What follows belongs to an exercise in optimizing a design on an open flow for small area, a short achievable clock period and few clock cycles per item; a production flow would make more cautious choices. At most, simulation tests tie the RTL to the original design; equivalence was not proved. The RTL of run 4 was laid out without a check of its function. Power and IR drop assume default switching activity.

==> design/flow/design.v <==
`timescale 1ns / 1ps
package ipc_pkg;
  localparam int unsigned TEMP_W   = 8;
  localparam int unsigned HUM_W    = 8;
  localparam int unsigned SOIL_W   = 7;
  localparam int unsigned SECS_W   = 16;
  localparam int unsigned FLOW_W   = 8;
  localparam int unsigned TOTAL_W  = 32;
  localparam int unsigned WATER_W  = 32;
  localparam int unsigned CFG_IDX_W  = 3;
  localparam int unsigned CFG_DATA_W = 16;
  localparam int unsigned IN_DATA_W  = 24;
  localparam int unsigned OUT_DATA_W = 40;
  localparam logic [TEMP_W-1:0] TEMP_THR_RST     = 8'd30;
  localparam logic [HUM_W-1:0]  HUM_THR_RST      = 8'd20;
  localparam logic [SOIL_W-1:0] MOIST_THR_RST    = 7'd35;
  localparam logic [SECS_W-1:0] MIN_RUN_RST      = 16'd10;
  localparam logic [SECS_W-1:0] MAX_RUN_RST      = 16'd20;
  localparam logic [SECS_W-1:0] REST_RST         = 16'd60;
  localparam logic [FLOW_W-1:0] FLOW_RST         = 8'd1;
  localparam logic KIND_TICK = 1'b0;
  localparam logic KIND_EVAL = 1'b1;
  typedef enum logic [CFG_IDX_W-1:0] {
    REG_TEMP_THR  = 3'd0,
    REG_HUM_THR   = 3'd1,
    REG_MOIST_THR = 3'd2,
    REG_MIN_RUN   = 3'd3,
    REG_MAX_RUN   = 3'd4,
    REG_REST      = 3'd5,
    REG_FLOW      = 3'd6
  } ipc_reg_idx_t;
  typedef struct packed {
    logic [TEMP_W-1:0] temp_threshold;
    logic [HUM_W-1:0]  humidity_threshold;
    logic [SOIL_W-1:0] moisture_threshold;
    logic [SECS_W-1:0] min_run_seconds;
    logic [SECS_W-1:0] max_run_seconds;
    logic [SECS_W-1:0] rest_seconds;
    logic [FLOW_W-1:0] flow_per_second;
  } ipc_cfg_t;
  typedef struct packed {
    logic              kind;
    logic [TEMP_W-1:0] temperature;
    logic [HUM_W-1:0]  humidity;
    logic [SOIL_W-1:0] soil_level;
    logic              manual;
  } ipc_item_t;
  typedef struct packed {
    logic               timer_active;
    logic [SECS_W-1:0]  elapsed_seconds;
    logic               motor_running;
    logic               rest_flag;
    logic               minimum_pending;
    logic               limit_reached;
    logic [TOTAL_W-1:0] total_seconds;
  } ipc_state_t;
  typedef struct packed {
    logic               pump_on;
    logic               resting;
    logic [TOTAL_W:0]   secs;
  } ipc_snap_t;
  typedef struct packed {
    logic               pump_on;
    logic               resting;
    logic [WATER_W-1:0] water_used;
  } ipc_result_t;
endpackage
`timescale 1ns / 1ps
module ipc_regs (
  input  logic                           clk,
  input  logic                           rst,
  input  logic                           wr_en,
  input  logic [ipc_pkg::CFG_IDX_W-1:0]  wr_index,
  input  logic [ipc_pkg::CFG_DATA_W-1:0] wr_data,
  output ipc_pkg::ipc_cfg_t              cfg,
  output logic [ipc_pkg::SECS_W-1:0]     rest_m1,    
  output logic                           rest_zero   
);
  logic [15:0] d0, d1;       
  assign d0 = wr_data & {16{!rst}};
  assign d1 = wr_data | {16{rst}};
  function automatic logic [15:0] pick(input logic [15:0] rv);
    pick = (d1 & rv) | (d0 & ~rv);
  endfunction
  logic [6:0] we;
  always_comb
    for (int k = 0; k < 7; k++) we[k] = rst || (wr_en && wr_index == 3'(k));
  logic [15:0] v_t, v_h, v_m, v_mn, v_mx, v_rs, v_f;
  assign v_t  = pick(16'(ipc_pkg::TEMP_THR_RST));
  assign v_h  = pick(16'(ipc_pkg::HUM_THR_RST));
  assign v_m  = pick(16'(ipc_pkg::MOIST_THR_RST));
  assign v_mn = pick(ipc_pkg::MIN_RUN_RST);
  assign v_mx = pick(ipc_pkg::MAX_RUN_RST);
  assign v_rs = pick(ipc_pkg::REST_RST);
  assign v_f  = pick(16'(ipc_pkg::FLOW_RST));
  always_ff @(posedge clk) begin
    if (we[ipc_pkg::REG_TEMP_THR])  cfg.temp_threshold     <= v_t[ipc_pkg::TEMP_W-1:0];
    if (we[ipc_pkg::REG_HUM_THR])   cfg.humidity_threshold <= v_h[ipc_pkg::HUM_W-1:0];
    if (we[ipc_pkg::REG_MOIST_THR]) cfg.moisture_threshold <= v_m[ipc_pkg::SOIL_W-1:0];
    if (we[ipc_pkg::REG_MIN_RUN])   cfg.min_run_seconds    <= v_mn;
    if (we[ipc_pkg::REG_MAX_RUN])   cfg.max_run_seconds    <= v_mx;
    if (we[ipc_pkg::REG_REST])      cfg.rest_seconds       <= v_rs;
    if (we[ipc_pkg::REG_REST])      {rest_zero, rest_m1}   <= {1'b0, v_rs} - 17'd1;
    if (we[ipc_pkg::REG_FLOW])      cfg.flow_per_second    <= v_f[ipc_pkg::FLOW_W-1:0];
  end
endmodule
`timescale 1ns / 1ps
module bk_add #(parameter int W = 32, parameter int L = 5) (
  input  logic [W-1:0] a, b,
  input  logic         ci,
  output logic [W-1:0] s,
  output logic         co
);
  logic [W-1:0] p0, g0;
  logic [W-1:0] gg [0:2*L];
  logic [W-1:0] pp [0:2*L];
  assign p0 = a ^ b;
  assign g0 = a & b;
  always_comb begin
    logic [W-1:0] g, p;
    g = g0; p = p0;
    g[0] = g0[0] | (p0[0] & ci);
    for (int l = 0; l < L; l++) begin
      for (int i = 0; i < W; i++) begin
        if (((i + 1) % (2 << l)) == 0) begin
          g[i] = g[i] | (p[i] & g[i - (1 << l)]);
          p[i] = p[i] & p[i - (1 << l)];
        end
      end
    end
    for (int l = L - 2; l >= 0; l--) begin
      for (int i = 0; i < W; i++) begin
        if (((i + 1) % (2 << l)) == (1 << l) && i >= (2 << l)) begin
          g[i] = g[i] | (p[i] & g[i - (1 << l)]);
          p[i] = p[i] & p[i - (1 << l)];
        end
      end
    end
    s  = p0 ^ {g[W-2:0], ci};
    co = g[W-1];
  end
endmodule
`timescale 1ns / 1ps
module irrigation_pump_controller (
  input  logic                           clk,
  input  logic                           rst,
  input  logic                           s_axis_tvalid,
  output logic                           s_axis_tready,
  input  logic [ipc_pkg::IN_DATA_W-1:0]  s_axis_tdata,
  input  logic                           s_axis_tuser,
  output logic                           m_axis_tvalid,
  input  logic                           m_axis_tready,
  output logic [ipc_pkg::OUT_DATA_W-1:0] m_axis_tdata,
  input  logic                           cfg_valid,
  output logic                           cfg_ready,
  input  logic [ipc_pkg::CFG_IDX_W-1:0]  cfg_index,
  input  logic [ipc_pkg::CFG_DATA_W-1:0] cfg_data
);
  ipc_pkg::ipc_cfg_t cfg;
  logic [15:0]       rest_m1;
  logic              rest_zero;
  assign cfg_ready = 1'b1;
  ipc_regs u_regs (
    .clk      (clk),
    .rst      (rst),
    .wr_en    (cfg_valid),
    .wr_index (cfg_index),
    .wr_data  (cfg_data),
    .cfg      (cfg),
    .rest_m1  (rest_m1),
    .rest_zero(rest_zero)
  );
  logic        timer_active;
  logic [15:0] elapsed;
  logic        e_sat;       
  logic        motor;
  logic        resting;
  logic        pending;
  logic        limit;
  logic [31:0] secs;        
  logic        secs_ovf;    
  logic [31:0] water;       
  logic        water_ovf;   
  logic        out_valid;
  logic        busy;        
  logic        clr;         
  logic        find;        
  logic [4:0]  bit_j;       
  logic        s_bit;       
  logic        held;        
  logic accept;
  assign s_axis_tready = !busy && (!out_valid || m_axis_tready);
  assign accept        = s_axis_tvalid && s_axis_tready;
  logic is_tick, is_manual, is_auto, need;
  assign is_tick   = !s_axis_tuser;
  assign is_manual = s_axis_tuser && s_axis_tdata[23];
  assign is_auto   = s_axis_tuser && !s_axis_tdata[23];
  assign need = (s_axis_tdata[7:0] > cfg.temp_threshold) ||
                (s_axis_tdata[15:8] < cfg.humidity_threshold) ||
                (s_axis_tdata[22:16] < cfg.moisture_threshold);
  logic [15:0] e_inc;
  logic        gt_min, gt_max, ge_rest;
  assign e_inc   = e_sat ? elapsed : elapsed + 16'd1;
  logic [15:0] lim_a;
  logic        cmp_a;
  assign lim_a   = motor ? cfg.min_run_seconds : rest_m1;
  assign cmp_a   = elapsed >= lim_a;
  assign gt_min  = cmp_a && !(e_sat && &cfg.min_run_seconds);
  assign gt_max  = (elapsed >= cfg.max_run_seconds) && !(e_sat && &cfg.max_run_seconds);
  assign ge_rest = cmp_a || rest_zero;
  logic pend_eff, limit_eff, keep_run, start, run_end;
  assign pend_eff  = !timer_active || pending;
  assign limit_eff = timer_active && limit;
  assign keep_run  = motor && pend_eff;
  assign start     = !resting && !keep_run && need && !limit_eff;
  assign run_end   = !resting && !keep_run && !(need && !limit_eff) && motor;
  logic restart;    
  assign restart = accept && is_auto && start && !motor && timer_active;
  logic flow_wr;
  assign flow_wr = cfg_valid && (cfg_index == 3'd6);
  logic [15:0] secs_add;
  logic [32:0] secs_sum;
  assign secs_add = clr ? elapsed : {15'd0, !e_sat};
  bk_add #(32) u_secs_add (.a(secs), .b({16'd0, secs_add}), .ci(1'b0),
                           .s(secs_sum[31:0]), .co(secs_sum[32]));
  logic [31:0] w_a;
  logic [7:0]  w_b;
  logic [32:0] w_sum;
  logic [4:0]  bit_n;
  assign bit_n = bit_j - 5'd1;
  assign w_a   = busy ? {water[30:0], 1'b0} : water;
  assign w_b   = cfg.flow_per_second & {8{!busy || s_bit}};
  bk_add #(32) u_water_add (.a(w_a), .b({24'd0, w_b}), .ci(1'b0),
                            .s(w_sum[31:0]), .co(w_sum[32]));
  logic [7:0] nib_nz;
  logic [2:0] nib_top;
  always_comb begin
    for (int k = 0; k < 8; k++) nib_nz[k] = |secs[4*k +: 4];
    nib_top = 3'd0;
    for (int k = 1; k < 8; k++) if (nib_nz[k]) nib_top = 3'(k);
  end
  always_ff @(posedge clk) begin
    if (rst) begin
      timer_active <= 1'b0;
      elapsed      <= '0;
      e_sat        <= 1'b0;
      motor        <= 1'b0;
      resting      <= 1'b0;
      pending      <= 1'b1;
      limit        <= 1'b0;
      secs         <= '0;
      secs_ovf     <= 1'b0;
      water        <= '0;
      water_ovf    <= 1'b0;
      out_valid    <= 1'b0;
      busy         <= 1'b0;
      clr          <= 1'b0;
      find         <= 1'b0;
      bit_j        <= '0;
      s_bit        <= 1'b0;
      held         <= 1'b0;
    end else begin
      if (m_axis_tready) out_valid <= 1'b0;
      if (clr) begin
        clr       <= 1'b0;
        find      <= 1'b1;
        water     <= '0;
        water_ovf <= 1'b0;
        if (held) begin
          secs     <= secs_sum[31:0];
          secs_ovf <= secs_ovf || secs_sum[32];
        end
      end else if (find) begin
        find      <= 1'b0;
        bit_j     <= {nib_top, 2'b11};
        s_bit     <= secs[{nib_top, 2'b11}];
        water_ovf <= secs_ovf && (|cfg.flow_per_second);
        if (secs_ovf || !(|nib_nz)) begin
          busy      <= 1'b0;
          out_valid <= held;
          held      <= 1'b0;
        end
      end else if (busy) begin
        water     <= w_sum[31:0];
        water_ovf <= water_ovf || w_sum[32] || water[31];
        bit_j     <= bit_n;
        s_bit     <= secs[bit_n];
        if (bit_j == 5'd0) begin
          busy      <= 1'b0;
          out_valid <= held;
          held      <= 1'b0;
        end
      end
      if (flow_wr) begin
        busy <= 1'b1;
        clr  <= 1'b1;
      end
      if (accept) begin
        out_valid <= !restart;
        if (restart) begin
          held <= 1'b1;
          busy <= 1'b1;
          clr  <= 1'b1;
        end
        if (is_tick) begin
          if (timer_active) begin
            elapsed <= e_inc;
            e_sat   <= &elapsed[15:1];
            if (motor) begin
              secs     <= secs_sum[31:0];
              secs_ovf <= secs_ovf || secs_sum[32];
              if (!e_sat) begin
                water     <= w_sum[31:0];
                water_ovf <= water_ovf || w_sum[32];
              end
              if (gt_min) pending <= 1'b0;
              if (gt_max) limit <= 1'b1;
            end else if (ge_rest) begin
              timer_active <= 1'b0;
              elapsed      <= '0;
              e_sat        <= 1'b0;
              resting      <= 1'b0;
            end
          end
        end else if (is_manual) begin
          if (motor) begin
            elapsed      <= '0;
            e_sat        <= 1'b0;
            timer_active <= 1'b0;
          end
          resting <= 1'b0;
          motor   <= 1'b0;
        end else begin
          pending <= pend_eff;
          limit   <= limit_eff;
          if (start) begin
            motor        <= 1'b1;
            timer_active <= 1'b1;
          end
          if (run_end) begin
            motor   <= 1'b0;
            elapsed <= '0;
            e_sat   <= 1'b0;
            resting <= 1'b1;
          end
        end
      end
    end
  end
  assign m_axis_tvalid = out_valid;
  assign m_axis_tdata  = {6'd0, water | {32{water_ovf}}, resting, motor};
endmodule
==> design/flow/flow/run.sh <==
#!/bin/bash
# Own layout flow: the standard synthesis and layout, with two layout choices changed:
# the port buffers are the smallest buffer (every port still gets one), and clock tree
# synthesis inserts no dummy loads. Each tool's output goes to a log of its own.
set -euo pipefail
bash standard.sh synth > synth.log 2>&1
export BUFFER_PORTS_ARGS="-buffer_cell sky130_fd_sc_hd__buf_1"
export CTS_ARGS="-sink_clustering_enable -repair_clock_nets -dont_use_dummy_load -root_buf sky130_fd_sc_hd__clkbuf_16 -buf_list sky130_fd_sc_hd__clkbuf_8"
bash standard.sh > layout.log 2>&1
==> design/flow/standard.sh <==
#!/bin/bash
# synth_recipe.tcl (not shown) runs the flow's synth.tcl, then flattens the netlist and writes it again
# the make line also repeats each setting of config.mk as NAME=value (left out here)
make -C /OpenROAD-flow-scripts/flow DESIGN_CONFIG=/design/flow/config.mk WORK_HOME=/design/flow/orfs CLKGATE_MAP_FILE= SYNTH_SCRIPT=/design/flow/synth_recipe.tcl "${@:-finish}"
==> design/flow/config.mk <==
export PLATFORM = sky130hd
export DESIGN_NAME = irrigation_pump_controller
export DESIGN_NICKNAME = irrigation_pump_controller
export VERILOG_FILES = /design/flow/design.v
export SDC_FILE = /design/flow/constraint.sdc
export NUM_CORES = 4
export LEC_CHECK = 0
export CAP_MARGIN = 20
export CORE_MARGIN = 2
export CORE_UTILIZATION = 40
export SETUP_SLACK_MARGIN = 4.2
export SLEW_MARGIN = 20
==> design/flow/constraint.sdc <==
create_clock -name core_clock -period 7.5 [get_ports {clk}]
set_input_delay 1.5000 -clock core_clock [delete_from_list [all_inputs] [get_ports {clk}]]
set_output_delay 1.5000 -clock core_clock [all_outputs]
set_load 0.01 [all_outputs]
==> qor.csv, run 1 <==
stage;metric;value;unit
run_status;status;no timing/DRC/antenna violations;
finish;# diodes;0;
floorplanning;Starting Density;0.408;
routing;Remaining DRCs;0;
synth;dominant synthesized flop cell;dfxtp_1;
critical_path;Worst Setup SP;m_axis_tready;
floorplanning;die height;173;um
floorplanning;core region area;27900;um^2
hold_path;HP Class;register to register;
cts;Clock Path Buffers;2;
routing;Routed Antenna Nets;0;
routing;total number of vias;9196;
synth;ranking of synthesized cells by area;edfxtp_1 (21%), dfxtp_1 (17%), ha_1 (11%);
synth;Seq/Total Area, Yosys;0.384;
sta;clk_skew;0.0523;ns
floorplanning;die area;29900;um^2
critical_path;R2R Path Start;busy;
global_routing;initial antenna violation count;1;
critical_path;CP Data Required Time;6.00;ns
pwr;power per cell area;146;nW/um^2
synth;ys async rst share;0;
sta;max_slew headroom;0.387;
synth;top cell type's share of synthesized area;0.211;
routing;Routed WL;28000;um
routing;Starting DRT DRC Count;513;
cts;# clock sinks;179;
synth;most numerous cell in the Yosys netlist;nand2_1;
sta;FMAX;295;MHz
synth;#FFs+latches synth;179;
synth;Post-Syn Area;11400;um^2
critical_path;arrival time at the worst endpoint;1.88;ns
sta;Max Slew Vio Count;0;
pwr;LEAKAGE;5.18;nW
finish;proportion of layout cells with a drive suffix above 1;0.138;
cts;CTS root buffer;clkbuf_16;
floorplanning;Site Rows;61;
synth;yosys warns;3;
place;Post-Place Cell Area;12200;um^2
finish;cell area after layout;13000;um^2
flow_run;number of max-cap violations;0;
sta;setup repair after global routing missed its margin;yes;
cts;Num CTS Buffers;17;
routing;DRT Pass-1 Iters;5;
cts;clock-pin slew on the worst setup and hold paths;0.07;ns
global_routing;GRT Util Overall;0.185;
critical_path;CP endpoint kind;primary output;
sta;post-route minimum period;3.38;ns
pwr;Peak VDD IR;0.000116;V
synth;Avg Cell Area, Syn;8.96;um^2
cts;Clock Latency Late Sink;0.41;ns
cts;CTS H-Tree Depth;4;
global_routing;total grt overflow;0;
global_routing;number of global-route vias before repair;8632;
global_routing;first-pass GRT wire length;45100;um
routing;routed len/inst;16.3;um
critical_path;start-to-end type of the worst setup path;input port to primary output;
floorplanning;Ports;92;
finish;synthesis-to-layout area growth;13.6;%
sta;# setup viols final;0;
sta;Final Hold Viols;0;
critical_path;crit-path max FO;2;
global_routing;largest net degree at the start of global routing;41;
routing;Via density;5.34;
place;number of I/O port buffers;84;
synth;synth cell count leaders;nand2_1 (151), dfxtp_1 (99), ha_1 (99), nor2_1 (99), a21oi_1 (90);
synth;synthesized instance count;1273;
sta;post-route clock period utilization;0.451;
finish;fin nets;1507;
synth;cell taking the most area after synthesis;edfxtp_1;
place;gpl congestion;0.838;
place;DP Wirelength;19900;um
hold_path;Hold Crit Start;pending;
sta;WHS;0.446;ns
synth;EDFF count, synth;80;
sta;Worst-Margin Slew;0.917;ns
floorplanning;die width;173;um
synth;Synth cell types;68;
critical_path;startpoint class of the critical path;input port;
cts;CTS tree;done;
sta;Final TNS setup;0;ns
path summary, 6_finish.rpt:
| kind | to | slack, ns | cells after the start |
|---|---|---|---|
| setup / recovery | s_axis_tready | 4.12 | 4 |
| hold / removal | pending | 0.45 | 1 |
| setup reg to reg | water[19] | 4.35 | 13 |
| hold reg to reg | pending | 0.45 | 1 |
report_power, final:
part / leakage [nW] / switching (W) / internal, W
Clock: 0.127 / 0.000316 / 0.000215
Combinational: 3.47 / 0.000158 / 0.000108
Sequential: 1.59 / 0.0000235 / 0.00107
Total: 5.18 / 0.000497 / 0.00139
logic make-up (layout without fill, tap and decap cells):
family                   Yosys count  after routing  synth area share
multiplexers                      42             42            0.0389
adder cells (fa/ha/maj)          111            111             0.130
AND/OR/NAND/NOR                  469            469             0.205
XOR/XNOR                          42             42            0.0323
other                              2              7          0.000658
buffers and inverters            149            215            0.0529
flip-flops                       179            179             0.384
AO/OA/AOI/OAI                    279            280             0.156
area by class of cell:
class,instances,area [um^2]
Multi-Input combinational cell,951,6820
Fill cell,2695,15000
Tap cell,378,473
Sequential cell,179,4400
Timing Repair Buffer,114,699
Inverter,84,328
Clock buffer,17,245
worst max-delay path, cell delays in order:
cell and delay, ns:
buf_6 0.10, nor2b_4 0.11, nor2_2 0.05, buf_2 0.13
state kept, by name (all words and copies together), names as in the netlist, 5 cells and up:
signal	count
elapsed	16
u_regs.cfg	63
secs	32
water	32
bit_j	5
u_regs.rest_m1	16
what timing repair did:
action | CTS | global route
resized for setup | 33 | 33
buffers inserted | 5 | 11
hold buffers | 0 | 0
pin swaps | 7 | 13
gates cloned | 4 | 1
endpoints found under the setup margin | 76 | 102
hold endpoints to repair | 0 | 0
cell usage in the layout, fill, tap and decap left out, drive strengths merged, types with 4 or more instances in the layout:
cell type,netlist,layout
nand2,151,151
buf,15,109
nor2,99,99
dfxtp,99,99
ha,99,99
a21oi,90,90
inv,82,82
edfxtp,80,80
o21ai,63,63
or2,43,43
nor2b,29,29
mux2i,26,26
xor2,22,22
a21o,22,22
a211oi,22,22
and2,21,21
xnor2,20,20
nand4,18,18
nand2b,18,18
clkbuf,50,18
nor3,16,16
mux2,16,16
or3,15,15
nor4,14,14
nand3,13,13
fa,12,12
or4,12,12
a22o,11,11
a22oi,10,10
o31ai,9,9
and3,7,7
conb,2,7
a31oi,7,7
o211ai,6,6
a2111oi,6,6
o221ai,5,5
o21a,4,4
bufbuf,0,4
a21boi,3,4
through the flow:
stage,utilization,power [W],worst slack (ns),instances
after global placement,0.437,0.00135,3.21,1685
after detailed placement,0.437,0.00136,3.18,1685
after CTS,0.457,0.00189,4.02,1711
after floorplan,-,0.00129,4.11,1278
after global routing,0.464,0.00197,4.11,1723
final,0.464,0.00189,4.12,1723
metal layers:
metal,track usage,routed length [um],up-vias
li1,-,-,4636
met1,0.251,13500,4359
met2,0.309,13300,183
met3,0.0308,997,16
met4,0.0424,262,2
met5,0,13,-
Testbench counts, summed over its fixed seeds: cycles 20,364, items 20,000.
==> run 2: changes to the inputs <==
--- a/design/flow/config.mk
+++ b/design/flow/config.mk
@@ -8,5 +8,5 @@
 export CAP_MARGIN = 20
 export CORE_MARGIN = 2
 export CORE_UTILIZATION = 40
-export SETUP_SLACK_MARGIN = 4.2
+export SETUP_SLACK_MARGIN = 3.9
 export SLEW_MARGIN = 20
==> qor.csv, run 2 <==
stage;metric;value;unit;change
pwr;Clk pwr share;0.289;;+0.008
global_routing;largest net degree at the start of global routing;74;;+80%
critical_path;crit-path max FO;3;;+1
routing;DRT Pass-1 Iters;7;;+2
routing;routed len/inst;15.7;um;-3.2%
synth;ranking of synthesized cells by area;edfxtp_1 (21%), dfxtp_1 (17%), ha_1 (11%);;
finish;# diodes;0;;unchanged
synth;most numerous cell in the Yosys netlist;nand2_1;;
global_routing;first-pass GRT wire length;44300;um;-1.7%
finish;most flop-heavy register;u_regs.cfg;;
finish;cell area after layout;12400;um^2;-4.2%
place;number of I/O port buffers;84;;unchanged
pwr;Sw Ratio;0.264;;+0.00136
pwr;Peak VDD IR;0.000130;V;+12%
synth;top cell type's share of synthesized area;0.211;;unchanged
pwr;Pint;0.00137;W;-1.2%
sta;clk_skew;0.0596;ns;+0.00724 ns
finish;most frequent cells in the layout;nand2_1 (151), ha_1 (99), nor2_1 (96), dfxtp_1 (96), a21oi_1 (89);;
sta;max_slew headroom;0.392;;+0.00486
place;Post-Place Cell Area;12000;um^2;-1.5%
floorplanning;Ports;92;;unchanged
routing;Starting DRT DRC Count;449;;-12%
routing;Remaining DRCs;0;;unchanged
synth;synthesized instance count;1273;;unchanged
synth;synth cell count leaders;nand2_1 (151), dfxtp_1 (99), ha_1 (99), nor2_1 (99), a21oi_1 (90);;
finish;Largest regs;u_regs.cfg x63, secs x32, water x32;;
sta;FMAX;283;MHz;-4.4%
floorplanning;die width;173;um;unchanged
sta;setup repair after global routing missed its margin;yes;;
pwr;Final Power;0.00187;W;-1.1%
pwr;Logic pwr share;0.126;;-0.015
finish;proportion of layout cells with a drive suffix above 1;0.0910;;-0.0465
cts;CTS root buffer;clkbuf_16;;
cts;clock-pin slew on the worst setup and hold paths;0.07;ns;about the same
critical_path;CP endpoint kind;primary output;;
cts;CTS tree;done;;
cts;Clock Path Buffers;2;;unchanged
floorplanning;die height;173;um;unchanged
sta;Final TNS setup;0;ns;unchanged
synth;Post-Syn Area;11400;um^2;unchanged
finish;synthesis-to-layout area growth;8.85;%;
place;DP Wirelength;19800;um;-0.71%
sta;Final Hold Viols;0;;unchanged
critical_path;CP Data Required Time;6.00;ns;about the same
pwr;NetSw;0.000494;W;-0.55%
run_status;status;no timing/DRC/antenna violations;;
routing;Routed WL;26900;um;-4.1%
cts;Clock Latency Late Sink;0.41;ns;about the same
synth;dominant synthesized flop cell;dfxtp_1;;
pwr;Reg power frac;0.585;;+0.007
global_routing;number of global-route vias before repair;8614;;-0.21%
pwr;LEAKAGE;5.00;nW;-3.5%
sta;WHS;0.462;ns;+0.0165 ns
synth;ys async rst share;0;;unchanged
sta;post-route clock period utilization;0.472;;+0.0206
flow_run;number of max-cap violations;0;;unchanged
sta;Worst-Margin Slew;0.911;ns;-0.00665 ns
routing;Via density;5.27;;-1.3%
sta;Max Slew Vio Count;0;;unchanged
hold_path;HP Class;register to register;;
synth;Avg Cell Area, Syn;8.96;um^2;unchanged
finish;Fillers;2784;;+3.3%
sta;# setup viols final;0;;unchanged
pwr;power per cell area;150;nW/um^2;+3.3%
critical_path;startpoint class of the critical path;input port;;
synth;yosys warns;3;;unchanged
critical_path;start-to-end type of the worst setup path;input port to primary output;;
floorplanning;Starting Density;0.408;;unchanged
floorplanning;die area;29900;um^2;unchanged
finish;most common cell after layout, fill and taps aside;nand2_1;;
cts;CTS H-Tree Depth;4;;unchanged
global_routing;total grt overflow;0;;unchanged
synth;Seq/Total Area, Yosys;0.384;;unchanged
routing;total number of vias;8994;;-2.2%
routing;Routed Antenna Nets;0;;unchanged
synth;cell taking the most area after synthesis;edfxtp_1;;
critical_path;arrival time at the worst endpoint;2.04;ns;+0.16 ns
floorplanning;Site Rows;61;;unchanged
cts;CTS hold repair buffers;0;;unchanged
cts;# clock sinks;179;;unchanged
cts;Num CTS Buffers;17;;unchanged
finish;Core Util, Final;0.444;;-0.0196
synth;#FFs+latches synth;179;;unchanged
global_routing;initial antenna violation count;1;;unchanged
global_routing;GRT Util Overall;0.180;;-0.00460
sta;post-route minimum period;3.54;ns;+0.154 ns
synth;EDFF count, synth;80;;unchanged
finish;fin nets;1491;;-1.1%
finish;number of flip-flops in the largest register;63;;unchanged
place;gpl congestion;0.865;;+3.3%
floorplanning;core region area;27900;um^2;unchanged
synth;Synth cell types;68;;unchanged
-- run 2: cell counts after synthesis --
Identical to the previous run, type by type.
-- run 2: final timing paths --
kind / cells after the start / slack [ns] / startpoint / endpoint
max: 4 / 3.96 / m_axis_tready / s_axis_tready
min: 1 / 0.46 / pending / pending
max reg2reg: 16 / 4.08 / s_bit / water[31]
min reg2reg: 1 / 0.46 / pending / pending
-- run 2: timing repair --
item	CTS	global route
pin swaps	3	3
gates resized for setup	12	15
endpoints found under the setup margin	49	47
buffers inserted	3	1
-- run 2: cell type report --
type	instances	area, um^2	share of cell area
timing repair buffer	99	433	0.0349
clock buffer	17	245	0.0198
tap	378	473	0.0381
inverter	84	319	0.0257
multi-input combinational	950	6560	0.528
sequential	179	4390	0.353
-- run 2: per-layer routing --
metal	GRT usage	vias up	part of all wire	routed length, um
li1	-	4591	-	-
met2	0.306	123	0.47	12700
met5	0	-	0.00048	13
met3	0.0328	20	0.029	769
met1	0.239	4258	0.49	13000
met4	0.0403	2	0.012	312
-- run 2: critical path: stages --
cell and delay [ns]:
buf_1 0.08, nor2b_2 0.21, nor2_2 0.09, buf_1 0.16
-- run 2: power by group through the flow --
stage / registers [W] / clock network, W / logic [W]
floorplan: 0.00110 / 0 / 0.000171
global placement: 0.00112 / 0 / 0.000224
detailed placement: 0.00112 / 0 / 0.000228
CTS: 0.00109 / 0.000553 / 0.000233
global route: 0.00110 / 0.000584 / 0.000266
finish: 0.00109 / 0.000540 / 0.000235
-- run 2: kinds of logic after synthesis --
logic type,share of synthesized area
multiplexers,0.0389
other,0.000658
AND/OR/NAND/NOR,0.205
AO/OA/AOI/OAI,0.156
XOR/XNOR,0.0323
buffers and inverters,0.0529
flip-flops,0.384
adder cells (fa/ha/maj),0.130
-- run 2: through the flow --
step                      setup slack [ns]  std cells
after global routing                  3.87       1707
after floorplan                       3.88       1278
final                                 3.96       1707
after detailed placement              3.10       1686
after global placement                3.16       1686
after CTS                             3.93       1706
==> run 3: changes to the inputs <==
--- a/design/flow/config.mk
+++ b/design/flow/config.mk
@@ -8,5 +8,5 @@
 export CAP_MARGIN = 20
 export CORE_MARGIN = 2
 export CORE_UTILIZATION = 40
-export SETUP_SLACK_MARGIN = 3.9
+export SETUP_SLACK_MARGIN = 4.0
 export SLEW_MARGIN = 20
==> qor.csv, run 3 <==
stage;metric;value;unit;change
run_status;status;no timing/DRC/antenna violations;;
cts;Clock Path Buffers;2;;unchanged
synth;Synth Area in XOR/XNOR;0.0323;;unchanged
sta;Worst-Margin Slew;0.943;ns;+0.0319 ns
sta;FMAX;291;MHz;+2.8%
synth;ranking of synthesized cells by area;edfxtp_1 (21%), dfxtp_1 (17%), ha_1 (11%);;
place;number of I/O port buffers;84;;unchanged
global_routing;first-pass GRT wire length;45000;um;+1.5%
cts;Num CTS Buffers;17;;unchanged
routing;Routed Antenna Nets;0;;unchanged
synth;synthesized instance count;1273;;unchanged
finish;fin nets;1496;;+0.34%
floorplanning;core region area;27900;um^2;unchanged
finish;Largest regs;u_regs.cfg x63, secs x32, water x32;;
routing;total number of vias;9147;;+1.7%
synth;Synth cell types;68;;unchanged
cts;Clock Latency Late Sink;0.41;ns;about the same
routing;Remaining DRCs;0;;unchanged
sta;post-route minimum period;3.44;ns;-0.0976 ns
global_routing;largest net degree at the start of global routing;66;;-11%
synth;ys async rst share;0;;unchanged
place;gpl congestion;0.835;;-3.5%
pwr;LEAKAGE;5.04;nW;+0.74%
pwr;Clk pwr share;0.284;;-0.005
pwr;Reg power frac;0.585;;about the same
routing;Routed WL;27400;um;+1.9%
routing;DRT Pass-1 Iters;5;;-2
synth;Post-Syn Area;11400;um^2;unchanged
hold_path;worst hold path depth;1;;unchanged
pwr;Pint;0.00138;W;+0.29%
finish;Core Util, Final;0.448;;+0.00345
sta;post-route clock period utilization;0.459;;-0.0130
finish;cell area after layout;12500;um^2;+0.78%
floorplanning;Ports;92;;unchanged
cts;CTS tree;done;;
routing;Starting DRT DRC Count;487;;+8.5%
finish;proportion of layout cells with a drive suffix above 1;0.0960;;+0.00491
finish;most common cell after layout, fill and taps aside;nand2_1;;
critical_path;crit-path max FO;2;;-1
routing;Via density;5.34;;+1.4%
critical_path;Worst R2R Path Depth;13;;-3
place;Post-Place Cell Area;12000;um^2;+0.21%
critical_path;Worst R2R End;secs[15];;
hold_path;Hold Crit Start;pending;;
sta;max_slew headroom;0.370;;-0.0217
critical_path;slack of the worst reg-to-reg path;4.16;ns;+0.08 ns
synth;cell taking the most area after synthesis;edfxtp_1;;
floorplanning;die width;173;um;unchanged
synth;largest family of logic cells by synthesized area;simple AND/OR/NAND/NOR gates;;
synth;synth cell count leaders;nand2_1 (151), dfxtp_1 (99), ha_1 (99), nor2_1 (99), a21oi_1 (90);;
global_routing;number of global-route vias before repair;8706;;+1.1%
synth;mux cell area share after synthesis;0.0389;;unchanged
synth;Seq/Total Area, Yosys;0.384;;unchanged
finish;most flop-heavy register;u_regs.cfg;;
synth;simple-gate share of the synthesized area;0.205;;unchanged
synth;Compound-Gate Fraction of Synth Area;0.156;;unchanged
sta;clk_skew;0.0547;ns;-0.00492 ns
global_routing;initial antenna violation count;0;;-1
global_routing;GRT Util Overall;0.183;;+0.00268
cts;# clock sinks;179;;unchanged
cts;CTS root buffer;clkbuf_16;;
finish;most frequent cells in the layout;nand2_1 (151), ha_1 (99), nor2_1 (96), dfxtp_1 (96), a21oi_1 (89);;
critical_path;arrival time at the worst endpoint;1.94;ns;-0.10 ns
routing;routed len/inst;16.0;um;+1.6%
synth;most numerous cell in the Yosys netlist;nand2_1;;
pwr;Sw Ratio;0.261;;-0.00318
global_routing;total grt overflow;0;;unchanged
critical_path;CP Data Required Time;6.00;ns;about the same
synth;Synth Area in Adders;0.130;;unchanged
pwr;Peak VDD IR;0.0000963;V;-26%
pwr;NetSw;0.000487;W;-1.3%
pwr;Logic pwr share;0.131;;+0.005
synth;EDFF count, synth;80;;unchanged
cts;clock-pin slew on the worst setup and hold paths;0.07;ns;about the same
synth;#FFs+latches synth;179;;unchanged
synth;Avg Cell Area, Syn;8.96;um^2;unchanged
synth;top cell type's share of synthesized area;0.211;;unchanged
synth;dominant synthesized flop cell;dfxtp_1;;
synth;yosys warns;3;;unchanged
sta;Max Slew Vio Count;0;;unchanged
finish;# diodes;0;;unchanged
flow_run;number of max-cap violations;0;;unchanged
sta;# setup viols final;0;;unchanged
finish;number of flip-flops in the largest register;63;;unchanged
critical_path;start-to-end type of the worst setup path;input port to primary output;;
hold_path;HP Class;register to register;;
floorplanning;Starting Density;0.408;;unchanged
finish;synthesis-to-layout area growth;9.70;%;
sta;Final TNS setup;0;ns;unchanged
critical_path;CP endpoint kind;primary output;;
critical_path;R2R Path Start;e_sat;;
hold_path;Hold Path Sink;pending;;
finish;Fillers;2796;;+0.43%
place;DP Wirelength;20000;um;+1.0%
sta;setup repair after global routing missed its margin;yes;;
sta;Final Hold Viols;0;;unchanged
cts;CTS H-Tree Depth;4;;unchanged
floorplanning;Site Rows;61;;unchanged
pwr;power per cell area;149;nW/um^2;-0.91%
critical_path;startpoint class of the critical path;input port;;
floorplanning;die height;173;um;unchanged
floorplanning;die area;29900;um^2;unchanged
[run 3: cell counts after synthesis]
No cell type changed its count.
[run 3: per-stage QoR]
| stage | instances | total power, W | setup slack (ns) | hold slack (ns) |
|---|---|---|---|---|
| after global placement | 1687 | 0.00134 | 3.00 | 0.435 |
| after floorplan | 1278 | 0.00128 | 4.00 | 0.417 |
| final | 1712 | 0.00187 | 4.06 | 0.456 |
| after global routing | 1712 | 0.00195 | 3.94 | 0.492 |
| after detailed placement | 1687 | 0.00135 | 2.95 | 0.447 |
| after CTS | 1707 | 0.00187 | 3.99 | 0.464 |
[run 3: cell type report]
| cell class | count | area (um^2) | area share |
|---|---|---|---|
| Multi-Input combinational cell | 950 | 6560 | 0.524 |
| Inverter | 84 | 320 | 0.0256 |
| Sequential cell | 179 | 4390 | 0.351 |
| Timing Repair Buffer | 104 | 519 | 0.0415 |
| Tap cell | 378 | 473 | 0.0378 |
| Clock buffer | 17 | 245 | 0.0196 |
[run 3: worst max path at each step]
| stage | from | endpoint | slack [ns] | cells after the start |
|---|---|---|---|---|
| 2_1_floorplan | busy | water[31] | 4.00 | 19 |
| 3_3_place_gp | rst | u_regs.rest_m1[14] | 3.00 | 10 |
| 3_5_place_dp | rst | u_regs.rest_m1[14] | 2.95 | 10 |
| 4_1_cts | s_axis_tdata[1] | elapsed[1] | 3.99 | 9 |
| 5_1_grt | s_bit | water[31] | 3.94 | 16 |
| 6_report | m_axis_tready | s_axis_tready | 4.06 | 4 |
[run 3: metal layers]
metal / up-vias / share of wire / GRT usage
met1: 4316 / 0.47 / 0.243
met4: 0 / 0.021 / 0.0614
met3: 34 / 0.046 / 0.0367
li1: 4608 / - / -
met2: 189 / 0.46 / 0.298
met5: - / 0 / 0
[run 3: cells by family (layout without fill, tap and decap cells)]
family | count (synthesis) | count (layout)
adder cells (fa/ha/maj) | 111 | 111
flip-flops | 179 | 179
other | 2 | 7
buffers and inverters | 149 | 205
AO/OA/AOI/OAI | 279 | 279
XOR/XNOR | 42 | 42
AND/OR/NAND/NOR | 469 | 469
multiplexers | 42 | 42
[run 3: what timing repair did]
action | 4_1_cts | 5_1_grt
setup buffers | 2 | 5
hold buffers | 0 | 0
endpoints found under the setup margin | 69 | 49
resized for setup | 19 | 15
cloned | 1 | 0
pin swaps | 2 | 4
[run 3: worst max-delay path, stage by stage]
cell and delay, ns:
buf_1 0.09, nor2b_2 0.05, nor2_2 0.13, buf_1 0.17
[run 3: power by group through the flow]
stage	clock (W)	combinational, W	sequential (W)
CTS	0.000541	0.000241	0.00109
floorplan	0	0.000174	0.00110
finish	0.000530	0.000244	0.00109
global placement	0	0.000228	0.00111
global route	0.000577	0.000275	0.00110
detailed placement	0	0.000233	0.00111
==> run 4: changes to the inputs <==
--- a/design/flow/design.v
+++ b/design/flow/design.v
@@ -186,7 +186,6 @@
   logic        clr;         
   logic        find;        
   logic [4:0]  bit_j;       
-  logic        s_bit;       
   logic        held;        
   logic accept;
   assign s_axis_tready = !busy && (!out_valid || m_axis_tready);
@@ -227,7 +226,9 @@
   logic [7:0]  w_b;
   logic [32:0] w_sum;
   logic [4:0]  bit_n;
+  logic        s_bit;
   assign bit_n = bit_j - 5'd1;
+  assign s_bit = secs[bit_j];
   assign w_a   = busy ? {water[30:0], 1'b0} : water;
   assign w_b   = cfg.flow_per_second & {8{!busy || s_bit}};
   bk_add #(32) u_water_add (.a(w_a), .b({24'd0, w_b}), .ci(1'b0),
@@ -257,7 +258,6 @@
       clr          <= 1'b0;
       find         <= 1'b0;
       bit_j        <= '0;
-      s_bit        <= 1'b0;
       held         <= 1'b0;
     end else begin
       if (m_axis_tready) out_valid <= 1'b0;
@@ -273,7 +273,6 @@
       end else if (find) begin
         find      <= 1'b0;
         bit_j     <= {nib_top, 2'b11};
-        s_bit     <= secs[{nib_top, 2'b11}];
         water_ovf <= secs_ovf && (|cfg.flow_per_second);
         if (secs_ovf || !(|nib_nz)) begin
           busy      <= 1'b0;
@@ -284,7 +283,6 @@
         water     <= w_sum[31:0];
         water_ovf <= water_ovf || w_sum[32] || water[31];
         bit_j     <= bit_n;
-        s_bit     <= secs[bit_n];
         if (bit_j == 5'd0) begin
           busy      <= 1'b0;
           out_valid <= held;
==> qor.csv, run 4 <==
stage;metric;value;unit;change
critical_path;slack of the worst reg-to-reg path;3.24;ns;-0.92 ns
hold_path;Hold Crit Start;secs_ovf;;
finish;most frequent cells in the layout;nand2_1 (116), dfxtp_1 (94), ha_1 (89);;
place;dpl ws;2.69;ns;-0.251 ns
place;gpl congestion;0.814;;-2.6%
sta;Final TNS setup;0;ns;unchanged
critical_path;crit-path max cell delay;0.51;ns;+0.34 ns
critical_path;slowest stage cell, crit path;mux4_2;;
synth;Seq/Total Area, Yosys;0.386;;+0.00146
critical_path;R2R Path Start;bit_j[0];;
routing;Routed Antenna Nets;0;;unchanged
synth;ranking of synthesized cells by area;edfxtp_1 (21%), dfxtp_1 (17%), ha_1 (11%);;
critical_path;CP bufs+invs;4;;+2
pwr;Final Power;0.00182;W;-2.2%
run_status;status;no timing/DRC/antenna violations;;
sta;Max Slew Vio Count;0;;unchanged
global_routing;GRT Util Overall;0.186;;+0.00317
routing;total number of vias;8948;;-2.2%
cts;CTS H-Tree Depth;4;;unchanged
hold_path;worst hold path depth;2;;+1
cts;Num CTS Buffers;17;;unchanged
global_routing;number of global-route vias before repair;8496;;-2.4%
cts;CTS root buffer;clkbuf_16;;
place;number of I/O port buffers;84;;unchanged
routing;DRT Pass-1 Iters;4;;-1
critical_path;critical path cell sequence;buf_6 > mux4_2 > mux4_2 > mux2i_4 > nand2_2 > buf_4 > buf_4 > and2_1 > ha_1 > a21o_1 > a21oi_2 > o21ai_2 > nand4_1 > buf_6 > or2_4 > nor2_2 > ha_1 > nand2_1 > a21oi_2 > a21oi_1 > nor2_1;;
synth;Synth cell types;77;;+13%
finish;fin nets;1449;;-3.1%
critical_path;Worst R2R End;water[26];;
global_routing;initial antenna violation count;0;;unchanged
synth;synth cell count leaders;nand2_1 (117), ha_1 (99), dfxtp_1 (98);;
routing;routed len/inst;16.0;um;+0.31%
global_routing;largest net degree at the start of global routing;72;;+9.1%
finish;most flop-heavy register;u_regs.cfg;;
floorplanning;die width;172;um;-0.41%
synth;most numerous cell in the Yosys netlist;nand2_1;;
sta;Worst-Margin Slew;1.04;ns;+0.0982 ns
pwr;power per cell area;145;nW/um^2;-2.9%
finish;# diodes;0;;unchanged
pwr;Peak VDD IR;0.0000914;V;-5.1%
floorplanning;Starting Density;0.407;;-0.00118
synth;top cell type's share of synthesized area;0.212;;+0.00177
floorplanning;core region area;27800;um^2;-0.55%
finish;Core Util, Final;0.454;;+0.00579
flow_run;number of max-cap violations;0;;unchanged
synth;EDFF count, synth;80;;unchanged
routing;Routed WL;26700;um;-2.4%
floorplanning;Ports;92;;unchanged
floorplanning;Site Rows;61;;unchanged
place;placed cells;1633;;-3.2%
critical_path;CP Data Required Time;7.73;ns;+1.73 ns
hold_path;Hold Path Sink;secs_ovf;;
sta;Final Hold Viols;0;;unchanged
hold_path;HP Class;register to register;;
routing;Via density;5.37;;+0.59%
sta;setup repair after global routing missed its margin;yes;;
sta;post-route clock period utilization;0.567;;+0.109
pwr;LEAKAGE;4.98;nW;-1.3%
synth;Avg Cell Area, Syn;9.27;um^2;+3.5%
synth;#FFs+latches synth;178;;-0.56%
routing;Starting DRT DRC Count;556;;+14%
finish;Post-Layout Cell Count;1665;;-2.7%
global_routing;total grt overflow;0;;unchanged
place;DP Wirelength;19500;um;-2.6%
sta;FMAX;235;MHz;-19%
floorplanning;die area;29600;um^2;-0.81%
synth;yosys warns;3;;unchanged
critical_path;Worst R2R Path Depth;21;;+8
sta;max_slew headroom;0.305;;-0.0656
finish;synthesis-to-layout area growth;11.4;%;
critical_path;arrival time at the worst endpoint;4.49;ns;+2.55 ns
finish;Largest regs;u_regs.cfg x63, secs x32, water x32;;
cts;# clock sinks;178;;-0.56%
finish;most common cell after layout, fill and taps aside;nand2_1;;
sta;clk_skew;0.0444;ns;-0.0102 ns
critical_path;start-to-end type of the worst setup path;register to register;;
critical_path;startpoint class of the critical path;register;;
sta;final worst slack;3.24;ns;-0.815 ns
sta;# setup viols final;0;;unchanged
cts;CTS tree;done;;
finish;proportion of layout cells with a drive suffix above 1;0.136;;+0.0400
critical_path;delay-heaviest family, CP;multiplexers;;
synth;cell taking the most area after synthesis;edfxtp_1;;
synth;Post-Syn Area;11300;um^2;-0.83%
sta;post-route minimum period;4.26;ns;+0.815 ns
synth;ys async rst share;0;;unchanged
critical_path;crit-path max FO;6;;+4
cts;Clock Path Buffers;2;;unchanged
floorplanning;die height;172;um;-0.41%
routing;Remaining DRCs;0;;unchanged
synth;dominant synthesized flop cell;dfxtp_1;;
critical_path;CP endpoint kind;register;;
synth;synthesized instance count;1220;;-4.2%
cts;clock-pin slew on the worst setup and hold paths;0.07;ns;about the same
cts;Clock Latency Late Sink;0.39;ns;-0.02 ns
global_routing;first-pass GRT wire length;43500;um;-3.3%
finish;number of flip-flops in the largest register;63;;unchanged
## run 4: cell types whose count changed after synthesis, sizes merged, moves of 7 or more
cell / delta
nand2: -34
mux4: +10
nor2: -9
a22oi: +12
o31ai: -7
inv: -11
mux2i: -7
a211oi: -11
a21oi: -7
clkbuf: -8
a31oi: +8
nand3: +18
a22o: -10
## run 4: cell type report
cell class | instances | area, um^2
Timing Repair Buffer | 108 | 538
Clock buffer | 17 | 245
Inverter | 72 | 279
Multi-Input combinational cell | 912 | 6700
Fill cell | 2766 | 15200
Tap cell | 378 | 473
Sequential cell | 178 | 4370
## run 4: worst max path at each step
stage               startpoint         to  slack, ns  cells past startpoint
detailed placement    bit_j[1]  water[26]       2.69                     18
global placement      bit_j[1]  water[26]       2.78                     19
global route          bit_j[0]  water[30]       3.04                     21
finish                bit_j[0]  water[26]       3.24                     21
CTS                   bit_j[0]  water[26]       3.24                     21
floorplan             bit_j[0]  water[26]       3.47                     20
## run 4: metal layers
layer	vias to the layer above	wire [um]	track usage
li1	4485	-	-
met1	4262	12300	0.243
met2	172	12800	0.316
met3	29	1040	0.0343
met4	0	524	0.0530
met5	-	0	0
## run 4: worst register-to-register path, delay by kind of cell, from the launching register on
family,cells,cell delay (ns)
AOI/OAI and AO/OA,5,0.57
adders and majority gates,2,0.54
buffers and inverters,4,0.58
DFF,1,0.37
muxes,3,1.19
and+or+nand+nor,7,0.87
## run 4: cells by family after synthesis
| logic type | share of synthesized area |
|---|---|
| and+or+nand+nor | 0.204 |
| AOI/OAI and AO/OA | 0.145 |
| DFF | 0.386 |
| buffers and inverters | 0.0490 |
| adders and majority gates | 0.131 |
| muxes | 0.0537 |
| xor gates and xnor gates | 0.0317 |
| other | 0.000664 |
## run 4: repair_timing
action	in CTS	in global routing
hold buffers	0	0
setup endpoints to repair	54	85
setup buffers	10	5
hold endpoints to repair	0	0
gates resized for setup	33	27
cloned	0	0
pin swaps	15	13
## run 4: power breakdown
part | switching [W] | leakage (nW) | internal, W | total [W]
Combinational | 0.000134 | 3.27 | 0.0000830 | 0.000217
Clock | 0.000307 | 0.127 | 0.000215 | 0.000522
Sequential | 0.0000234 | 1.58 | 0.00106 | 0.00109
Total | 0.000465 | 4.98 | 0.00136 | 0.00182
## run 4: stage by stage
stage                     hold slack, ns  instance area (um^2)
final                              0.496                 12600
after global routing               0.518                 12600
after floorplan                    0.436                 11400
after CTS                          0.505                 12500
after detailed placement           0.496                 12000
after global placement             0.486                 12000
==> run 5: changes to the inputs <==
--- a/design/flow/design.v
+++ b/design/flow/design.v
@@ -180,12 +180,12 @@
   logic [31:0] secs;        
   logic        secs_ovf;    
   logic [31:0] water;       
-  logic        water_ovf;   
   logic        out_valid;
   logic        busy;        
   logic        clr;         
   logic        find;        
   logic [4:0]  bit_j;       
+  logic        s_bit;       
   logic        held;        
   logic accept;
   assign s_axis_tready = !busy && (!out_valid || m_axis_tready);
@@ -226,9 +226,7 @@
   logic [7:0]  w_b;
   logic [32:0] w_sum;
   logic [4:0]  bit_n;
-  logic        s_bit;
   assign bit_n = bit_j - 5'd1;
-  assign s_bit = secs[bit_j];
   assign w_a   = busy ? {water[30:0], 1'b0} : water;
   assign w_b   = cfg.flow_per_second & {8{!busy || s_bit}};
   bk_add #(32) u_water_add (.a(w_a), .b({24'd0, w_b}), .ci(1'b0),
@@ -252,12 +250,12 @@
       secs         <= '0;
       secs_ovf     <= 1'b0;
       water        <= '0;
-      water_ovf    <= 1'b0;
       out_valid    <= 1'b0;
       busy         <= 1'b0;
       clr          <= 1'b0;
       find         <= 1'b0;
       bit_j        <= '0;
+      s_bit        <= 1'b0;
       held         <= 1'b0;
     end else begin
       if (m_axis_tready) out_valid <= 1'b0;
@@ -265,7 +263,6 @@
         clr       <= 1'b0;
         find      <= 1'b1;
         water     <= '0;
-        water_ovf <= 1'b0;
         if (held) begin
           secs     <= secs_sum[31:0];
           secs_ovf <= secs_ovf || secs_sum[32];
@@ -273,16 +270,17 @@
       end else if (find) begin
         find      <= 1'b0;
         bit_j     <= {nib_top, 2'b11};
-        water_ovf <= secs_ovf && (|cfg.flow_per_second);
+        s_bit     <= secs[{nib_top, 2'b11}];
+        water     <= {32{secs_ovf && (|cfg.flow_per_second)}};
         if (secs_ovf || !(|nib_nz)) begin
           busy      <= 1'b0;
           out_valid <= held;
           held      <= 1'b0;
         end
       end else if (busy) begin
-        water     <= w_sum[31:0];
-        water_ovf <= water_ovf || w_sum[32] || water[31];
+        water     <= w_sum[31:0] | {32{w_sum[32] || water[31]}};
         bit_j     <= bit_n;
+        s_bit     <= secs[bit_n];
         if (bit_j == 5'd0) begin
           busy      <= 1'b0;
           out_valid <= held;
@@ -308,8 +306,7 @@
               secs     <= secs_sum[31:0];
               secs_ovf <= secs_ovf || secs_sum[32];
               if (!e_sat) begin
-                water     <= w_sum[31:0];
-                water_ovf <= water_ovf || w_sum[32];
+                water     <= w_sum[31:0] | {32{w_sum[32]}};
               end
               if (gt_min) pending <= 1'b0;
               if (gt_max) limit <= 1'b1;
@@ -346,5 +343,5 @@
     end
   end
   assign m_axis_tvalid = out_valid;
-  assign m_axis_tdata  = {6'd0, water | {32{water_ovf}}, resting, motor};
+  assign m_axis_tdata  = {6'd0, water, resting, motor};
 endmodule
--- a/design/flow/config.mk
+++ b/design/flow/config.mk
@@ -8,5 +8,5 @@
 export CAP_MARGIN = 20
 export CORE_MARGIN = 2
 export CORE_UTILIZATION = 40
-export SETUP_SLACK_MARGIN = 4.0
+export SETUP_SLACK_MARGIN = 4.1
 export SLEW_MARGIN = 20
==> qor.csv, run 5 <==
stage;metric;value;unit;change
cts;CTS root buffer;clkbuf_16;;
synth;Synth cell types;72;;-6.5%
routing;DRT Pass-1 Iters;4;;unchanged
routing;total number of vias;8535;;-4.6%
global_routing;total grt overflow;0;;unchanged
synth;cell taking the most area after synthesis;edfxtp_1;;
finish;Fillers;2616;;-5.4%
global_routing;met3 usage;0.0391;;+0.00474
global_routing;routing usage on met2;0.303;;-0.0129
floorplanning;Starting Density;0.409;;+0.00192
sta;Final TNS setup;0;ns;unchanged
synth;synthesized instance count;1153;;-5.5%
finish;cell area after layout;12500;um^2;-1.1%
global_routing;number of global-route vias before repair;8168;;-3.9%
synth;Avg Cell Area, Syn;9.61;um^2;+3.7%
finish;synthesis-to-layout area growth;12.4;%;
synth;synth cell count leaders;ha_1 (99), dfxtp_1 (98), nand2_1 (97);;
global_routing;first-pass GRT wire length;42900;um;-1.3%
run_status;status;no timing/DRC/antenna violations;;
synth;most numerous cell in the Yosys netlist;ha_1;;
hold_path;HP Class;register to register;;
cts;clock-pin slew on the worst setup and hold paths;0.08;ns;about the same
floorplanning;die height;170;um;-0.98%
sta;clk_skew;0.0413;ns;-0.00316 ns
synth;yosys warns;3;;unchanged
cts;Num CTS Buffers;17;;unchanged
floorplanning;die width;170;um;-0.98%
finish;fin nets;1398;;-3.5%
synth;EDFF count, synth;80;;unchanged
finish;most frequent cells in the layout;nand2_1 (97), dfxtp_1 (93), ha_1 (84);;
finish;most common cell after layout, fill and taps aside;nand2_1;;
cts;CTS tree;done;;
synth;ranking of synthesized cells by area;edfxtp_1 (22%), dfxtp_1 (18%), ha_1 (11%);;
flow_run;number of max-cap violations;0;;unchanged
floorplanning;core region area;27100;um^2;-2.4%
critical_path;start-to-end type of the worst setup path;input port to primary output;;
synth;Seq/Total Area, Yosys;0.394;;+0.00784
sta;post-route clock period utilization;0.460;;-0.108
routing;routed len/inst;16.4;um;+2.5%
finish;Core Util, Final;0.460;;+0.00627
critical_path;CP Data Required Time;6.00;ns;-1.73 ns
cts;Clock Path Buffers;2;;unchanged
sta;# setup viols final;0;;unchanged
sta;max_slew headroom;0.252;;-0.0529
cts;# clock sinks;178;;unchanged
global_routing;largest net degree at the start of global routing;78;;+8.3%
global_routing;GRT Util Overall;0.186;;about the same
critical_path;arrival time at the worst endpoint;1.95;ns;-2.54 ns
critical_path;R2R Path Start;busy;;
synth;dominant synthesized flop cell;dfxtp_1;;
sta;setup repair after global routing missed its margin;yes;;
place;Post-Place Cell Area;11800;um^2;-1.1%
floorplanning;die area;29100;um^2;-1.9%
pwr;power per cell area;155;nW/um^2;+6.7%
critical_path;Worst Setup SP;m_axis_tready;;
finish;Post-Layout Cell Count;1608;;-3.4%
floorplanning;Ports;92;;unchanged
finish;proportion of layout cells with a drive suffix above 1;0.130;;-0.00572
synth;top cell type's share of synthesized area;0.217;;+0.00431
global_routing;M1 GR Usage;0.256;;+0.0128
finish;most flop-heavy register;u_regs.cfg;;
sta;Worst-Margin Slew;1.11;ns;+0.0698 ns
critical_path;startpoint class of the critical path;input port;;
global_routing;initial antenna violation count;0;;unchanged
finish;# diodes;0;;unchanged
finish;multi-input logic area;6490;um^2;-3.0%
place;DP Wirelength;19500;um;+0.20%
sta;Max Slew Vio Count;0;;unchanged
critical_path;CP endpoint kind;primary output;;
finish;Reg area;4380;um^2;about the same
cts;Clock Latency Late Sink;0.39;ns;about the same
hold_path;Hold Crit Start;bit_j[3];;
routing;Starting DRT DRC Count;546;;-1.8%
sta;post-route minimum period;3.45;ns;-0.809 ns
routing;Routed WL;26400;um;-0.97%
sta;WHS;0.490;ns;-0.00615 ns
finish;Largest regs;u_regs.cfg x63, secs x32, water x32;;
place;gpl congestion;0.811;;-0.31%
pwr;Peak VDD IR;0.000125;V;+37%
routing;Via density;5.31;;-1.2%
finish;number of flip-flops in the largest register;63;;unchanged
global_routing;GRT Max-Usage Layer;met2;;
cts;CTS H-Tree Depth;4;;unchanged
floorplanning;Site Rows;60;;-1.6%
synth;ys async rst share;0;;unchanged
routing;Routed Antenna Nets;0;;unchanged
synth;#FFs+latches synth;178;;unchanged
routing;Remaining DRCs;0;;unchanged
sta;Final Hold Viols;0;;unchanged
place;placed cells;1566;;-4.1%
place;number of I/O port buffers;84;;unchanged
critical_path;crit-path max FO;2;;-4
synth;Post-Syn Area;11100;um^2;-2.0%
sta;FMAX;290;MHz;+23%
pwr;LEAKAGE;4.97;nW;-0.16%
## run 5: cells by family after synthesis
logic type	share of synthesized area
AND/OR/NAND/NOR	0.166
flip-flops	0.394
XOR/XNOR	0.0387
adder cells (fa/ha/maj)	0.133
buffers and inverters	0.0498
AO/OA/AOI/OAI	0.165
multiplexers	0.0529
other	0.000677
## run 5: critical path, stage by stage
cell and delay [ns]:
buf_6 0.10, nor2b_4 0.17, nor2_4 0.05, buf_6 0.13
## run 5: per-layer routing
| metal | vias up | share of wire | wire, um |
|---|---|---|---|
| li1 | 4325 | - | - |
| met1 | 4017 | 0.48 | 12700 |
| met2 | 164 | 0.47 | 12300 |
| met3 | 29 | 0.041 | 1080 |
| met4 | 0 | 0.013 | 352 |
| met5 | - | 0 | 0 |
## run 5: cell type report
class / instances / area share
Tap cell: 372 / 0.0373
Clock buffer: 17 / 0.0197
Inverter: 76 / 0.0229
Multi-Input combinational cell: 850 / 0.521
Timing Repair Buffer: 115 / 0.0479
Sequential cell: 178 / 0.351
## run 5: what timing repair did
action,in CTS,in global routing
buffers inserted,5,19
hold buffers,0,0
gates resized for setup,26,20
pin swaps,5,22
endpoints found under the hold margin,0,0
gates cloned,0,1
endpoints found under the setup margin,61,66
## run 5: per-stage QoR
| stage | setup slack (ns) | total power [W] |
|---|---|---|
| 2_1_floorplan | 3.93 | 0.00132 |
| 3_3_place_gp | 3.38 | 0.00140 |
| 3_5_place_dp | 3.41 | 0.00140 |
| 4_1_cts | 4.04 | 0.00193 |
| 5_1_grt | 4.03 | 0.00202 |
| 6_report | 4.05 | 0.00193 |
## run 5: path summary, 6_finish.rpt
path | end | slack [ns] | cells past startpoint
max | s_axis_tready | 4.05 | 4
min | bit_j[3] | 0.49 | 2
max reg2reg | water[31] | 4.20 | 14
min reg2reg | bit_j[3] | 0.49 | 2
## run 5: power by group
part	leakage (nW)	internal [W]	switching (W)	total [W]
registers	1.58	0.00107	0.0000305	0.00110
clock network	0.127	0.000215	0.000318	0.000533
logic	3.26	0.000119	0.000174	0.000293
Testbench counts of run 5, summed over its fixed seeds: cycles 20,364, items 20,000.
==> run 6: changes to the inputs <==
--- a/design/flow/config.mk
+++ b/design/flow/config.mk
@@ -8,5 +8,5 @@
 export CAP_MARGIN = 20
 export CORE_MARGIN = 2
 export CORE_UTILIZATION = 40
-export SETUP_SLACK_MARGIN = 4.1
+export SETUP_SLACK_MARGIN = 3.95
 export SLEW_MARGIN = 20
==> qor.csv, run 6 <==
stage;metric;value;unit;change
synth;EDFF count, synth;80;;unchanged
synth;Synth cell types;72;;unchanged
finish;fin nets;1384;;-1.0%
synth;Synth Area in Adders;0.133;;unchanged
sta;# setup viols final;0;;unchanged
routing;Routed Antenna Nets;0;;unchanged
floorplanning;die width;170;um;unchanged
critical_path;CP Data Required Time;6.00;ns;about the same
synth;dominant synthesized flop cell;dfxtp_1;;
cts;Num CTS Buffers;17;;unchanged
critical_path;Worst Setup SP;m_axis_tready;;
routing;Remaining DRCs;0;;unchanged
sta;setup repair after global routing missed its margin;yes;;
finish;most common cell after layout, fill and taps aside;nand2_1;;
pwr;LEAKAGE;4.89;nW;-1.6%
synth;Avg Cell Area, Syn;9.61;um^2;unchanged
finish;synthesis-to-layout area growth;10.5;%;
sta;post-route clock period utilization;0.466;;+0.00667
synth;most numerous cell in the Yosys netlist;ha_1;;
global_routing;GRT Max-Usage Layer;met2;;
synth;simple-gate share of the synthesized area;0.166;;unchanged
hold_path;HP Class;register to register;;
floorplanning;Site Rows;60;;unchanged
sta;max_slew headroom;0.310;;+0.0581
routing;Starting DRT DRC Count;491;;-10%
synth;synthesized instance count;1153;;unchanged
floorplanning;Ports;92;;unchanged
finish;Fillers;2605;;-0.42%
pwr;Peak VDD IR;0.000117;V;-6.8%
hold_path;Hold Path Sink;bit_j[3];;
global_routing;largest net degree at the start of global routing;77;;-1.3%
cts;# clock sinks;178;;unchanged
sta;post-route minimum period;3.50;ns;+0.0500 ns
sta;clk_skew;0.0310;ns;-0.0103 ns
hold_path;Hold Crit Start;bit_j[3];;
synth;#FFs+latches synth;178;;unchanged
routing;Routed WL;26700;um;+0.84%
synth;synth cell count leaders;ha_1 (99), dfxtp_1 (98), nand2_1 (97);;
global_routing;GRT Util Overall;0.188;;+0.00137
finish;Largest regs;u_regs.cfg x63, secs x32, water x32;;
hold_path;worst hold path depth;2;;unchanged
sta;Final TNS setup;0;ns;unchanged
synth;Post-Syn Area;11100;um^2;unchanged
synth;Synth Area in XOR/XNOR;0.0387;;unchanged
finish;Core Util, Final;0.452;;-0.00780
flow_run;number of max-cap violations;0;;unchanged
finish;most flop-heavy register;u_regs.cfg;;
place;number of I/O port buffers;84;;unchanged
critical_path;CP endpoint kind;primary output;;
critical_path;Worst R2R Path Depth;15;;+1
routing;routed len/inst;16.7;um;+1.7%
routing;Via density;5.38;;+1.3%
floorplanning;die height;170;um;unchanged
cts;CTS H-Tree Depth;4;;unchanged
synth;ranking of synthesized cells by area;edfxtp_1 (22%), dfxtp_1 (18%), ha_1 (11%);;
sta;Final Hold Viols;0;;unchanged
critical_path;start-to-end type of the worst setup path;input port to primary output;;
place;gpl congestion;0.810;;-0.15%
finish;# diodes;0;;unchanged
pwr;power per cell area;156;nW/um^2;+1.1%
cts;Clock Latency Late Sink;0.40;ns;about the same
finish;most frequent cells in the layout;nand2_1 (97), dfxtp_1 (93), ha_1 (90);;
cts;clock-pin slew on the worst setup and hold paths;0.06;ns;-0.02 ns
finish;proportion of layout cells with a drive suffix above 1;0.113;;-0.0173
synth;top cell type's share of synthesized area;0.217;;unchanged
sta;FMAX;286;MHz;-1.4%
critical_path;slack of the worst reg-to-reg path;4.08;ns;-0.12 ns
cts;CTS hold repair buffers;0;;unchanged
floorplanning;core region area;27100;um^2;unchanged
global_routing;M1 GR Usage;0.251;;-0.00432
routing;total number of vias;8568;;+0.39%
cts;CTS tree;done;;
synth;Compound-Gate Fraction of Synth Area;0.165;;unchanged
synth;Seq/Total Area, Yosys;0.394;;unchanged
synth;cell taking the most area after synthesis;edfxtp_1;;
synth;ys async rst share;0;;unchanged
global_routing;total grt overflow;0;;unchanged
floorplanning;Starting Density;0.409;;unchanged
sta;WHS;0.487;ns;-0.00243 ns
global_routing;number of global-route vias before repair;8080;;-1.1%
critical_path;startpoint class of the critical path;input port;;
global_routing;met3 usage;0.0374;;-0.00163
routing;DRT Pass-1 Iters;5;;+1
critical_path;R2R Path Start;s_bit;;
place;DP Wirelength;19700;um;+0.81%
synth;mux cell area share after synthesis;0.0529;;unchanged
sta;Worst-Margin Slew;1.02;ns;-0.0862 ns
critical_path;crit-path max FO;3;;+1
global_routing;routing usage on met2;0.308;;+0.00477
sta;Max Slew Vio Count;0;;unchanged
finish;number of flip-flops in the largest register;63;;unchanged
run_status;status;no timing/DRC/antenna violations;;
cts;Clock Path Buffers;2;;unchanged
global_routing;initial antenna violation count;0;;unchanged
cts;CTS root buffer;clkbuf_16;;
floorplanning;die area;29100;um^2;unchanged
critical_path;arrival time at the worst endpoint;2.00;ns;+0.05 ns
critical_path;Worst R2R End;water[29];;
synth;largest family of logic cells by synthesized area;simple AND/OR/NAND/NOR gates;;
synth;yosys warns;3;;unchanged
global_routing;first-pass GRT wire length;42700;um;-0.48%
==> run 6: cell counts after synthesis <==
No cell type changed its count.
==> run 6: layer usage <==
layer  up-vias  routed length (um)  part of all wire
li1       4292                   -                 -
met1      4059               12800              0.48
met2       190               12300              0.46
met3        27                1110             0.042
met4         0                 450             0.017
met5         -                   0                 0
==> run 6: kinds of logic (layout without fill, tap and decap cells) <==
| kind of cell | after synthesis | count (layout) |
|---|---|---|
| mux | 54 | 54 |
| simple gates | 354 | 354 |
| other cells | 2 | 7 |
| xor+xnor | 49 | 49 |
| flops | 178 | 178 |
| buf+inv | 131 | 195 |
| compound gates | 274 | 274 |
| fa+ha+maj | 111 | 111 |
==> run 6: cell type report <==
cell class,count,area (um^2),share of cell area
sequential,178,4380,0.357
timing repair buffer,102,460,0.0376
tap,372,465,0.0380
inverter,76,285,0.0233
clock buffer,17,245,0.0200
multi-input combinational,849,6420,0.524
==> run 6: report_power, final <==
group	total, W	internal [W]	switching [W]
clock network	0.000532	0.000215	0.000317
logic	0.000281	0.000112	0.000169
registers	0.00110	0.00107	0.0000313
==> run 6: metrics by stage <==
step | total power [W] | setup slack, ns | instance area (um^2) | instances
floorplan | 0.00132 | 3.88 | 11300 | 1158
global placement | 0.00139 | 3.35 | 11800 | 1566
detailed placement | 0.00140 | 3.40 | 11800 | 1566
CTS | 0.00193 | 3.95 | 12100 | 1586
global route | 0.00200 | 3.93 | 12300 | 1594
finish | 0.00191 | 4.00 | 12300 | 1594
==> run 6: worst max path at each step <==
stage / end
after floorplan: water[29]
after global placement: water[24]
after detailed placement: secs[31]
after CTS: s_axis_tready
after global routing: water[29]
final: s_axis_tready
==> run 6: critical path: stages <==
cell	delay (ns)
buf_1	0.10
nor2b_4	0.18
nor2_2	0.05
buf_2	0.17
==> run 6: what timing repair did <==
| item | CTS | global route |
|---|---|---|
| setup endpoints to repair | 54 | 51 |
| pin swaps | 3 | 10 |
| gates resized for setup | 12 | 21 |
| buffers inserted | 3 | 8 |

-- afterwards: timing with drivers on the ports --
The results above use ideal ports. As a check the final layouts listed here were re-extracted and re-timed, cells and wires unchanged.
Step 1 sets driving cells, clkbuf_16 on the clock port and buf_2 on the other inputs (assumed; they add their load-dependent delay and slew).
Step 2 also shifts input and output timing later by t, the mid clock arrival at the registers, as if the neighbouring blocks saw the same clock.
Three values: no drivers, after step 1, after step 2; two values: the first two.
run | t (ns) | setup WS [ns] | worst data-port slew with drivers (ns)
run 1 | 0.427 | 4.116 / 4.076 / 3.836 | 0.07
run 2 | 0.429 | 3.961 / 3.938 / 3.705 | 0.07
run 3 | 0.429 | 4.059 / 4.030 / 3.780 | 0.06
run 4 | 0.421 | 3.244 / 3.244 / 3.244 | 0.06
run 5 | 0.420 | 4.053 / 4.021 / 3.740 | 0.07
run 6 | 0.437 | 4.003 / 3.975 / 3.638 | 0.05
After both steps setup and hold are still met in every run listed. For run 6, which loses most, drivers alone change the setup slack by -0.028 ns; drivers and shift together by -0.365 ns.
